Context: an optimization exercise on an open-source flow, tuned for small area. The choices shown serve that exercise and are no tape-out recipe. Function was checked by simulation only, so behaviour that the tests miss may differ from the original. Power figures rest on the tool's default switching activity, not on a simulated workload.

==> flow/design.v <==
`default_nettype none
package bsr_format_pkg;
    typedef enum logic [1:0] {
        META_ROW_PTR = 2'd0,   
        META_COL_IDX = 2'd1    
    } meta_kind_e;
    parameter int META_ADDR_W = 8;    
    parameter int BLK_IDX_W   = 16;   
    parameter int BLK_POS_W   = 16;   
    typedef struct packed {
        meta_kind_e             kind;   
        logic [META_ADDR_W-1:0] addr;   
    } meta_req_t;
endpackage
`default_nettype wire
`default_nettype none
package bsr_sched_pkg;
    typedef enum logic [3:0] {
        IDLE        = 4'd0,    
        ROW_PTR_LO  = 4'd1,    
        ROW_PTR_HI  = 4'd2,    
        CHECK_EMPTY = 4'd3,    
        COL_IDX     = 4'd4,    
        LOAD        = 4'd5,    
        OFFER       = 4'd6,    
        WAIT_DONE   = 4'd7,    
        NEXT_BLOCK  = 4'd8,    
        NEXT_ROW    = 4'd9,    
        FINISH      = 4'd10    
    } sched_state_e;
    typedef struct packed {
        logic [15:0] row;   
        logic [15:0] col;   
    } block_pos_t;
endpackage
`default_nettype wire
`default_nettype none
module bsr_scheduler
#(
    parameter int BLOCK_DIM = 8   
) (
    input  wire logic        clk_gated,
    input  wire logic        rst_n,
    input  wire logic        start,
    input  wire logic [15:0] cfg_num_block_rows,
    output logic             meta_rd_en,
    output logic [9:0]       meta_req,
    input  wire logic [31:0] meta_rd_data,
    input  wire logic        meta_rd_valid,
    output logic             block_rd_en,
    output logic [31:0]      block_rd_addr,
    input  wire logic [7:0]  block_rd_data,
    output logic             systolic_valid,
    output logic [8*BLOCK_DIM*BLOCK_DIM-1:0] systolic_block,
    output logic [31:0]      systolic_pos,
    input  wire logic        systolic_ready,
    input  wire logic        systolic_done,
    output logic             busy,
    output logic             done,
    output logic [31:0]      blocks_processed
);
    localparam int NB = 8 * BLOCK_DIM * BLOCK_DIM;
    localparam logic [2:0] S_IDLE = 3'd0,   
                           S_DONE = 3'd1,   
                           S_P0   = 3'd2,   
                           S_P1   = 3'd3,   
                           S_C    = 3'd4,   
                           S_B    = 3'd5,   
                           S_W    = 3'd6,   
                           S_F    = 3'd7;   
    logic [2:0]    st;
    logic          pend;      
    logic [5:0]    k;         
    logic [7:0]    j;         
    logic [7:0]    row;       
    logic [7:0]    nrows;     
    logic [15:0]   col;       
    logic [NB-1:0] sr;        
    logic       rd_st;
    logic       ack;
    logic [7:0] row_p1;
    logic [7:0] d;
    logic       k_wrap;
    assign rd_st   = (st == S_P0) | (st == S_P1) | (st == S_C) | (st == S_F);
    assign ack     = pend & meta_rd_valid;
    assign row_p1  = row + 8'd1;
    assign d       = meta_rd_data[7:0];
    assign k_wrap  = (k == 6'd1);   
    assign busy           = (st != S_IDLE) & (st != S_DONE);
    assign done           = (st == S_DONE);
    assign meta_rd_en     = rd_st & ~pend;
    assign meta_req[9]    = 1'b0;
    assign meta_req[8]    = (st == S_C);
    assign meta_req[7:0]  = (st == S_C) ? j : (st == S_P1) ? row_p1 : 8'd0;
    assign block_rd_en    = busy;
    assign block_rd_addr  = {18'd0, j, k};
    assign systolic_valid = (st == S_B) & pend & k_wrap & systolic_ready;
    assign systolic_pos   = {8'd0, row, col};
    assign systolic_block = sr;
    assign blocks_processed = {24'd0, j};
    always_ff @(posedge clk_gated or negedge rst_n) begin
        if (!rst_n) begin
            st   <= S_IDLE;
            pend <= 1'b0;
            k    <= 6'd0;
        end else begin
            k <= k + 6'd1;
            if (rd_st) begin
                if (!pend) begin
                    pend <= 1'b1;
                end else if (meta_rd_valid) begin
                    pend <= 1'b0;
                    case (st)
                        S_P0: st <= S_P1;
                        S_P1: begin
                            if (d != j)           st <= S_C;
                            else if (row_p1 == nrows) st <= S_F;
                        end
                        S_C:  st <= S_B;
                        default: st <= S_DONE;   
                    endcase
                end
            end else begin
                case (st)
                    S_B: begin
                        if (k_wrap) begin
                            if (!pend) pend <= 1'b1;
                            else if (systolic_ready) begin
                                pend <= 1'b0;
                                st   <= S_W;
                            end
                        end
                    end
                    S_W: if (systolic_done) st <= S_P1;
                    default: if (start) st <= S_P0;   
                endcase
            end
        end
    end
    always_ff @(posedge clk_gated) begin
        sr <= {block_rd_data, sr[NB-1:8]};
        if (!busy && start) begin
            nrows <= cfg_num_block_rows[7:0];
            row   <= 8'hFF;
        end
        if (ack) begin
            if (st == S_P0) begin
                j   <= d;
                row <= row_p1;
            end
            if (st == S_P1 && d == j && row_p1 != nrows) row <= row_p1;
            if (st == S_C) col <= meta_rd_data[15:0];
            if (st == S_F) j <= j - d;
        end
        if (st == S_W && systolic_done) j <= j + 8'd1;
    end
endmodule
`default_nettype wire
clock: 4.0 ns
lec_check: 0
cap_margin: 20
core_area: 4 4 236 236
die_area: 0 0 240 240
place_density: 0.6
slew_margin: 20
run.sh (not shown) runs the stock make flow with config.mk's settings and CLKGATE_MAP_FILE= SYNTH_SCRIPT=/design/flow/synth_recipe.tcl, a recipe that flattens the netlist after the stock synthesis.
Change:
- CORE_AREA: 4 4 236 236 -> default
- CORE_MARGIN: default -> 2
- CORE_UTILIZATION: default -> 40
- DIE_AREA: 0 0 240 240 -> default
Now the flow aborted during I/O pin placement (3_2_place_iop) on PPL-0024.
Synthesized area is unchanged.
Synthesized cell count is unchanged.

## job 6866
Another version of the RTL of bsr_scheduler (not shown whole).
For scale: about 820 cells after synthesis, roughly 550 flip-flops, about 690 I/O pins, ~0.013 sq mm of cells after synthesis.
clock: 4.0 ns
lec_check: 0
cap_margin: 20
core_area: 3 3 231 231
die_area: 0 0 234 234
place_density: 0.6
slew_margin: 20
standard.sh (not shown) runs the stock make flow with config.mk's settings and CLKGATE_MAP_FILE= SYNTH_SCRIPT=/design/flow/synth_recipe.tcl, a recipe that flattens the netlist after the stock synthesis.
==> flow/flow/run.sh <==
#!/bin/bash
# Standard ORFS layout, with small port buffers (buf_1) instead of the
# default pick, and the clock tree settings below.
set -euo pipefail
cp config.mk my_config.mk
cat >> my_config.mk <<'MK'
export BUFFER_PORTS_ARGS = -buffer_cell sky130_fd_sc_hd__buf_1
MK
if [[ -f flow/extra.mk ]]; then cat flow/extra.mk >> my_config.mk; fi
sed "s#DESIGN_CONFIG=[^ ]*#DESIGN_CONFIG=$PWD/my_config.mk#" standard.sh > my_standard.sh
bash my_standard.sh > standard_flow.log 2>&1
==> flow/flow/extra.mk <==
export CTS_ARGS = -sink_clustering_enable -repair_clock_nets -dont_use_dummy_load -buf_list sky130_fd_sc_hd__clkbuf_8 -sink_clustering_size 18 -sink_clustering_max_diameter 100
export SKIP_REPAIR_TIE_FANOUT = 1
Setup changes, job 6866 to job 7464
# job 6866
export LEC_CHECK = 0
export CAP_MARGIN = 20
export CORE_AREA = 3 3 231 231
export DIE_AREA = 0 0 234 234
export PLACE_DENSITY = 0.6
export SLEW_MARGIN = 20
create_clock -name core_clock -period 4.0 [get_ports {clk_gated}]
# job 7464
export LEC_CHECK = 0
export CAP_MARGIN = 20
export CORE_AREA = 3 3 231 231
export DIE_AREA = 0 0 234 234
export PLACE_DENSITY = 0.35
export SLEW_MARGIN = 20
create_clock -name core_clock -period 4.0 [get_ports {clk_gated}]
==> flow/flow/extra.mk <==
export CTS_ARGS = -sink_clustering_enable -repair_clock_nets -dont_use_dummy_load -buf_list sky130_fd_sc_hd__clkbuf_8 -sink_clustering_size 20 -sink_clustering_max_diameter 60
export SKIP_REPAIR_TIE_FANOUT = 1
==> results.txt <==
Job 7464 was carried through to the last stage, and its layout satisfied the timing, design-rule and antenna checks. Compared with job 6866, in job 7464 relative contribution of the clock network to total power rose 1.4 points; sequential fraction of total cell area has decreased; met1 usage saw an increase. Job 7464 reports a lower worst IR drop on VDD than job 6866 does. Area of all sequential standard cells: job 7464 vs job 6866 identical. Diff job 6866 -> job 7464: clock-cell share of area higher; hold slack went up by 0.011 ns. Compared with job 6866, job 7464 shows actual transition at the worst max-transition pin higher by 0.29 ns. Taking job 6866 as the reference, in job 7464 switching portion of total power increased 0.33 points; routed wire length increased 0.99%; final critical path time including I/O delays and setup decreased 0.060 ns.
[inputs] job 8343 vs job 7464
# job 7464
export LEC_CHECK = 0
export CAP_MARGIN = 20
export CORE_AREA = 3 3 231 231
export DIE_AREA = 0 0 234 234
export PLACE_DENSITY = 0.35
export SLEW_MARGIN = 20
create_clock -name core_clock -period 4.0 [get_ports {clk_gated}]
# job 8343
export LEC_CHECK = 0
export CAP_MARGIN = 20
export CORE_AREA = 3 3 231 231
export DIE_AREA = 0 0 234 234
export PLACE_DENSITY = 0.9
export SLEW_MARGIN = 20
create_clock -name core_clock -period 4.0 [get_ports {clk_gated}]
[summary]
Internal portion of total power: job 8343 lower than job 7464. Changes observed in job 8343 relative to job 7464: combinational group share of total power went down 0.7 points; design area went down about 0.37%.
> inputs changed (job 8343 -> job 2143)
# job 8343
export LEC_CHECK = 0
export CAP_MARGIN = 20
export CORE_AREA = 3 3 231 231
export DIE_AREA = 0 0 234 234
export PLACE_DENSITY = 0.9
export SLEW_MARGIN = 20
create_clock -name core_clock -period 4.0 [get_ports {clk_gated}]
# job 2143
export LEC_CHECK = 0
export CAP_MARGIN = 20
export CORE_AREA = 3 3 231 231
export DIE_AREA = 0 0 234 234
export PLACE_DENSITY = 0.6
export SLEW_MARGIN = 20
create_clock -name core_clock -period 4.0 [get_ports {clk_gated}]
==> comparison <==
Against job 8343, detail-routed net length per standard cell in job 2143 fell by more than 10%. Setup slack delta (job 2143 − job 8343): unfavourable. Cell count delta (job 8343 -> job 2143): insignificant.

separate check: timing with driven ports:
The results above use ideal ports. As a check the final layouts listed here were re-extracted and re-timed, cells and wires unchanged.
Step 1, drivers: a clkbuf_16 drives clk_gated and a buf_2 each remaining input, both assumed.
Step 2 times the ports against the registers' clock, not the clock port: input delays grow and output delays shrink by t, the midpoint of the rising clock arrivals with the driver on.
Three values: ideal, step 1, step 2; two values: the first two.
run	t, ns	setup WS [ns]	worst setup path after step 2	latest minus earliest clock arrival (ns)	worst register clock-pin slew, ns
the first run of note 1	0.629	0.343 / 0.285 / 0.494	input to register	0.010 / 0.009	0.06 / 0.06
job 6866	0.629	0.429 / 0.429 / 0.270	input to register	0.055 / 0.055	0.12 / 0.12
job 7464	0.631	0.490 / 0.490 / 0.278	input to register	0.077 / 0.076	0.12 / 0.12
job 8343	0.615	0.478 / 0.478 / 0.290	input to register	0.067 / 0.068	0.12 / 0.12
job 2143	0.637	0.426 / 0.426 / 0.233	input to register	0.061 / 0.061	0.11 / 0.11
After both steps setup and hold are still met in every run listed. For job 7464, which loses most, drivers alone change the setup slack by 0.000 ns; drivers and shift together by -0.212 ns.
